Context: an optimization exercise on an open-source flow, tuned for small area and a short achievable clock period. The choices shown serve that exercise and are no tape-out recipe.
Only simulation tests tie the RTL to the original design; equivalence was not proved.
Power figures rest on the tool's default switching activity, not on a simulated workload.

==> run H <==
## conv_top
module conv_top (
	input  logic    clk,
	input  logic    rst_n,
	input  logic    filter_valid,
	input  logic    image_valid,
	input  conv_pkg::sample_t in_data,
	output logic    out_valid,
	output conv_pkg::result_t out_data
);
	localparam int COL_LAT = 3;
	localparam int ROW_LAT = 2;
	logic [conv_pkg::TAPS-1:0][1:0] bt_one, bt_two, bt_neg;
	conv_pkg::sample_t [conv_pkg::TAPS-1:0] col_taps;
	logic       res_flag;
	conv_pkg::sample_t [conv_pkg::TAPS-1:0] col_pix;
	conv_pkg::sample_t [conv_pkg::TAPS-1:0] col_pix_d;
	conv_pkg::col_sum_t cs;
	logic [COL_LAT+ROW_LAT-1:0] res_pipe;
	filter_tap_loader u_filter_tap_loader (
		.clk          (clk),
		.filter_valid (filter_valid),
		.in_data      (in_data),
		.bt_one       (bt_one),
		.bt_two       (bt_two),
		.bt_neg       (bt_neg),
		.col_taps     (col_taps)
	);
	row_result_store u_row_result_store (
		.clk         (clk),
		.rst_n       (rst_n),
  ...
clock: 4.5 ns
lec_check: 0
abc_clock_period_in_ps: 2150
cap_margin: 20
core_margin: 2
core_utilization: 40
cts_buf_list: sky130_fd_sc_hd__clkbuf_16
cts_cluster_diameter: 150
cts_cluster_size: 25
setup_slack_margin: 2.5
slew_margin: 20
synth_hierarchical: 1
run.sh (not shown) runs the stock make flow with config.mk's settings and CLKGATE_MAP_FILE= SYNTH_SCRIPT=/design/flow/synth_recipe.tcl, a recipe that flattens the netlist after the stock synthesis.
==> run C: changes against run H <==
--- a/flow/design.v
+++ b/flow/design.v
@@ -56,37 +56,16 @@
 endmodule
 module csa_xn (
 	input  logic a,
 	input  logic b,
 	output logic y
 );
 	assign y = ~(a ^ b);
 endmodule
-module csa_bpp (
-	input  logic x1,
-	input  logic x0,
-	input  logic one,
-	input  logic two,
-	input  logic neg,
-	output logic y
-);
-	logic s;
-	csa_bsel u_sel (.x1(x1), .x0(x0), .one(one), .two(two), .s(s));
-	assign y = s ^ neg;
-endmodule
-module csa_bsel (
-	input  logic x1,
-	input  logic x0,
-	input  logic one,
-	input  logic two,
-	output logic s
-);
-	assign s = ~((one & x1) | (two & x0));
-endmodule
 `timescale 1ns/10ps
 module filter_tap_loader (
 	input  logic    clk,
 	input  logic    filter_valid,
 	input  conv_pkg::sample_t in_data,
 	output logic [conv_pkg::TAPS-1:0][1:0] bt_one,
 	output logic [conv_pkg::TAPS-1:0][1:0] bt_two,
 	output logic [conv_pkg::TAPS-1:0][1:0] bt_neg,
@@ -136,24 +115,16 @@
 		for (int k = 0; k < conv_pkg::TAPS - 2; k++) begin
 			win[k] <= win[k+1];
 		end
 		win[conv_pkg::TAPS-2] <= cs;
 	end
 	always_comb begin
 		win[conv_pkg::TAPS-1] = cs;
 	end
-	localparam int WIN_EXTRA = 0;
-	conv_pkg::col_sum_t win_old [WIN_EXTRA > 0 ? WIN_EXTRA : 1];
-	always_ff @(posedge clk) begin
-		win_old[0] <= win[0];
-		for (int e = 1; e < WIN_EXTRA; e++) begin
-			win_old[e] <= win_old[e-1];
-		end
-	end
 	logic rt_n0;
 	logic rt_n1;
 	logic rt_n2;
 	logic rt_n3;
 	logic rt_n4;
 	logic rt_n5;
 	logic rt_n6;
 	logic rt_n7;
- ABC_CLOCK_PERIOD_IN_PS: 2150 -> 2050
- GPL_TIMING_DRIVEN: unset -> 0
- SETUP_SLACK_MARGIN: 2.5 -> 2.45
==> comparison table <==
| item | run C | run H |
|---|---|---|
| Number of cells upsized or downsized after cts | 68 | 89 |
| Critical path arrival | 2.47 ns | 2.43 ns |
| Total length of routed met3 wires | 775 µm | 794 µm |
| Met1 Track Usage GR | 18.4% | 18.1% |
| Switching power total | 5.29 mW | 5.25 mW |
| Met2 usage in global routing | 24.1% | 24.5% |
| Result of the run | complete, no violations | complete, no violations |
| Pwr Total | 14.3 mW | 14.3 mW |
| Fraction of power consumed by sequential logic | 37.9% | 39.3% |
| Fraction of layout instances using a drive strength above 1 | 16.8% | 19.7% |
| DRT met1 WL | 13100 µm | 13400 µm |
| Vias in the first global route | 8903 | 8786 |
| P_comb | 7.04 mW | 6.80 mW |
| Number of non-clock buffers in the layout | 123 | 118 |
| TritonRoute pass-1 iters | 5 | 6 |
| Clock network contribution to total cell area | 2.99% | 2.96% |
| Post-route cell area | 18600 µm² | 18600 µm² |

---

==> inputs of job 4226 <==
conv_top, a different RTL version from the one above (not shown whole).
clock: 4.5 ns
lec_check: 0
abc_clock_period_in_ps: 2300
cap_margin: 20
core_margin: 2
core_utilization: 40
setup_slack_margin: 2.2
slew_margin: 20
synth_hierarchical: 1
==> job 9888 (differences from job 4226) <==
--- a/flow/config.mk
+++ b/flow/config.mk
@@ -10,3 +10,6 @@
 export CORE_MARGIN = 2
-export CORE_UTILIZATION = 40
+export CORE_UTILIZATION = 65
+export CTS_BUF_LIST = sky130_fd_sc_hd__clkbuf_16
+export CTS_CLUSTER_DIAMETER = 150
+export CTS_CLUSTER_SIZE = 25
 export SETUP_SLACK_MARGIN = 2.2
==> results.txt <==
Job 4226 produced a clean layout. Job 9888 ran to the end with no violations.
Between job 4226 and job 9888, the lower setup slack is in job 9888 (gap 4.4 ps).
Synthesized area is the same in job 4226 and job 9888.
Clock power: job 4226 is higher than job 9888 (about 100%).
Against job 4226, the routed wire length of job 9888 is lower by 2.4%.
Against job 4226, the sequential share of layout area of job 9888 is higher by 3.2 points.
Between job 4226 and job 9888, the lower non-clock buffer count is in job 4226 (gap 8).
Between job 4226 and job 9888, the lower clock skew is in job 9888 (gap 15 ps).
In job 4226 the die area is larger than in job 9888, by about 60%.

---

==> 12-17 <==
Another version of the RTL of conv_top (not shown whole).
Settings: LEC_CHECK=0, ABC_CLOCK_PERIOD_IN_PS=2050, CAP_MARGIN=20, CORE_MARGIN=2, CORE_UTILIZATION=40, CTS_BUF_LIST=sky130_fd_sc_hd__clkbuf_16, CTS_CLUSTER_DIAMETER=150, CTS_CLUSTER_SIZE=25, SETUP_SLACK_MARGIN=2.45, SLEW_MARGIN=20, SYNTH_HIERARCHICAL=1; clock period 4.5 ns.
==> 07-04 (differences from 12-17) <==
- ABC_CLOCK_PERIOD_IN_PS: 2050 -> 2100
- CTS_CLUSTER_SIZE: 25 -> 32
- SETUP_SLACK_MARGIN: 2.45 -> 2.4
==> impl_metrics.yaml <==
timing:
  slew_headroom_pct: 34.9
  final.setup_skew_ns: 0.0340
  final.setup.worst_slack_ns: 2.39
  maxClockFrequency_ghz: 0.474
drt:
  wl_per_cell_um: 16.7
  route.layer.met1.wl_mm: 13.4
  dr_total_vias: 8487
global_route:
  grt_start_max_net_pins: 66
clocking:
  post_cts_resize_count: 38
pwr:
  cell_internal_pwr_mw: 9.64
  power.switching_mw: 5.88
  clock_power_share_pct: 11.9
  combinationalPowerShare_pct: 49.6
  power-per-cell-area_nw_per_um2: 804
layout:
  fin_util_pct: 45.0
  multi_input_comb_area_um2: 7440
hold_path:
  holdCritStartpoint: "u_horizontal_filter.rt_s0[53]"
setup_path:
  r2r_setup_slack_ns: 2.39
  worstSetupStartpoint: "u_filter_tap_loader.sr[39]"
run_status:
  run_status: "finished clean"
# the run above: 07-04

==> impl_metrics.yaml <==
run_status:
  run_status: "finished clean"
pwr:
  combinationalPowerShare_pct: 50.6
  cell_internal_pwr_mw: 9.90
timing:
  final.setup_skew_ns: 0.0142
  final.setup.worst_slack_ns: 2.46
drt:
  dr_total_vias: 8562
  wl_per_cell_um: 16.6
global_route:
  grt_start_max_net_pins: 87
layout:
  fin_util_pct: 45.4
setup_path:
  r2r_setup_slack_ns: 2.46
clocking:
  post_cts_resize_count: 47
# the run above: 12-17


---

==> inputs of run P <==
conv_top with an RTL version that a note above also has.
make LEC_CHECK=0 ABC_CLOCK_PERIOD_IN_PS=2300 CAP_MARGIN=20 CORE_MARGIN=2 CORE_UTILIZATION=40 CTS_BUF_LIST=sky130_fd_sc_hd__clkbuf_16 CTS_CLUSTER_DIAMETER=150 CTS_CLUSTER_SIZE=25 SETUP_SLACK_MARGIN=2.2 SLEW_MARGIN=20 SYNTH_HIERARCHICAL=1 finish   # period 4.5 ns
==> run K (differences from run P) <==
Settings changed: CTS_BUF_LIST sky130_fd_sc_hd__clkbuf_16 to sky130_fd_sc_hd__clkbuf_8 sky130_fd_sc_hd__clkbuf_16, CTS_CLUSTER_DIAMETER 150 to 200, CTS_CLUSTER_SIZE 25 to 20.
==> run X (differences from run P) <==
Settings changed: CTS_BUF_LIST sky130_fd_sc_hd__clkbuf_16 to sky130_fd_sc_hd__clkbuf_4 sky130_fd_sc_hd__clkbuf_8, CTS_CLUSTER_DIAMETER 150 to not set, CTS_CLUSTER_SIZE 25 to 30.
==> qor summary <==
| quantity | run X | run P | run K |
|---|---|---|---|
| Reg2Reg Launch Point | u_filter_tap_loader.sr[26] | u_row_result_store.dl[125] | u_row_result_store.dl[125] |
| Slack of the worst reg-to-reg path | 2140 ps | 2110 ps | 2110 ps |
| Global-route wire length before repair | 50.65 mm | 48.76 mm | 48.98 mm |
| Worst reg-to-reg path cell count | 5 | 4 | 4 |
| Relative contribution of sequential cells to total power | 34.7% | 38.4% | 38.0% |
| Number of gates on the worst path with buffers counted | 5 | 4 | 4 |
| Fraction of the cycle the final worst path needs | 52.35% | 53.04% | 53.15% |
| Root Driver | sky130_fd_sc_hd__clkbuf_8 | sky130_fd_sc_hd__clkbuf_16 | sky130_fd_sc_hd__clkbuf_16 |
| H-tree depth | 3 | 1 | 1 |
| Clock-pin transition on the worst setup and hold timing paths | 60 ps | 100 ps | 90 ps |
| Net load switching power | 5953 uW | 5491 uW | 5539 uW |
| Clock Network Area Fraction | 7.002% | 2.707% | 3.308% |
| Amount of wire on met3 after detailed routing | 1.260 mm | 963 um | 970 um |
| Run status | no timing/DRC/antenna violations | no timing/DRC/antenna violations | no timing/DRC/antenna violations |
| Worst-case hold slack | 318.5 ps | 336.1 ps | 330.3 ps |
| Part of the power in the clock network | 20.2% | 12.6% | 13.9% |
| Multi-input combinational area share | 37.97% | 39.69% | 39.39% |
| Transition time of the tightest slew-check pin | 993.8 ps | 988.4 ps | 978.3 ps |
| Relative max-transition margin | 33.75% | 34.11% | 34.78% |
| Power in the clock group | 3340 uW | 1870 uW | 2090 uW |
| Routing usage on met1 | 19.31% | 19.10% | 19.53% |
| Grt met3 use | 3.545% | 1.965% | 2.083% |
| Fmax achieved | 0.4245 GHz | 0.4190 GHz | 0.4181 GHz |
| Total vias in the final route | 8293 | 8009 | 8028 |
| Grt met2 use | 24.38% | 24.31% | 24.04% |
| Start point of the critical path | u_filter_tap_loader.sr[26] | u_row_result_store.dl[125] | u_row_result_store.dl[125] |

==> what the ideal ports hide <==
No port has a modelled driver above. Below, the same layouts with a new extraction and two added sets of constraints. Step 1, drivers: a clkbuf_16 drives clk and a buf_2 each remaining input, both assumed. Step 2 times the ports against the registers' clock, not the clock port: input delays grow and output delays shrink by t, the midpoint of the rising clock arrivals with the driver on. a / b / c = ideal / step 1 / step 2; a / b = the first two.
| run | shift t [ns] | setup WS [ns] | latest minus earliest clock arrival (ns) |
|---|---|---|---|
| run H | 0.579 | 2.504 / 2.478 / 2.154 | 0.033 / 0.033 |
| run C | 0.581 | 2.481 / 2.441 / 2.259 | 0.031 / 0.031 |
| job 4226 | 0.629 | 2.088 / 2.088 / 1.712 | 0.043 / 0.043 |
| job 9888 | 0.571 | 2.083 / 2.083 / 1.650 | 0.028 / 0.028 |
| 12-17 | 0.585 | 2.456 / 2.446 / 2.259 | 0.016 / 0.016 |
| 07-04 | 0.581 | 2.392 / 2.392 / 2.224 | 0.045 / 0.045 |
| run P | 0.589 | 2.113 / 2.113 / 1.661 | 0.017 / 0.017 |
| run K | 0.610 | 2.108 / 2.108 / 1.555 | 0.026 / 0.026 |
| run X | 0.656 | 2.144 / 2.144 / 1.600 | 0.034 / 0.034 |
After both steps setup and hold are still met in every run listed. The setup slack of run K, which loses most, moves by 0.000 ns with the drivers and by -0.553 ns with both steps.
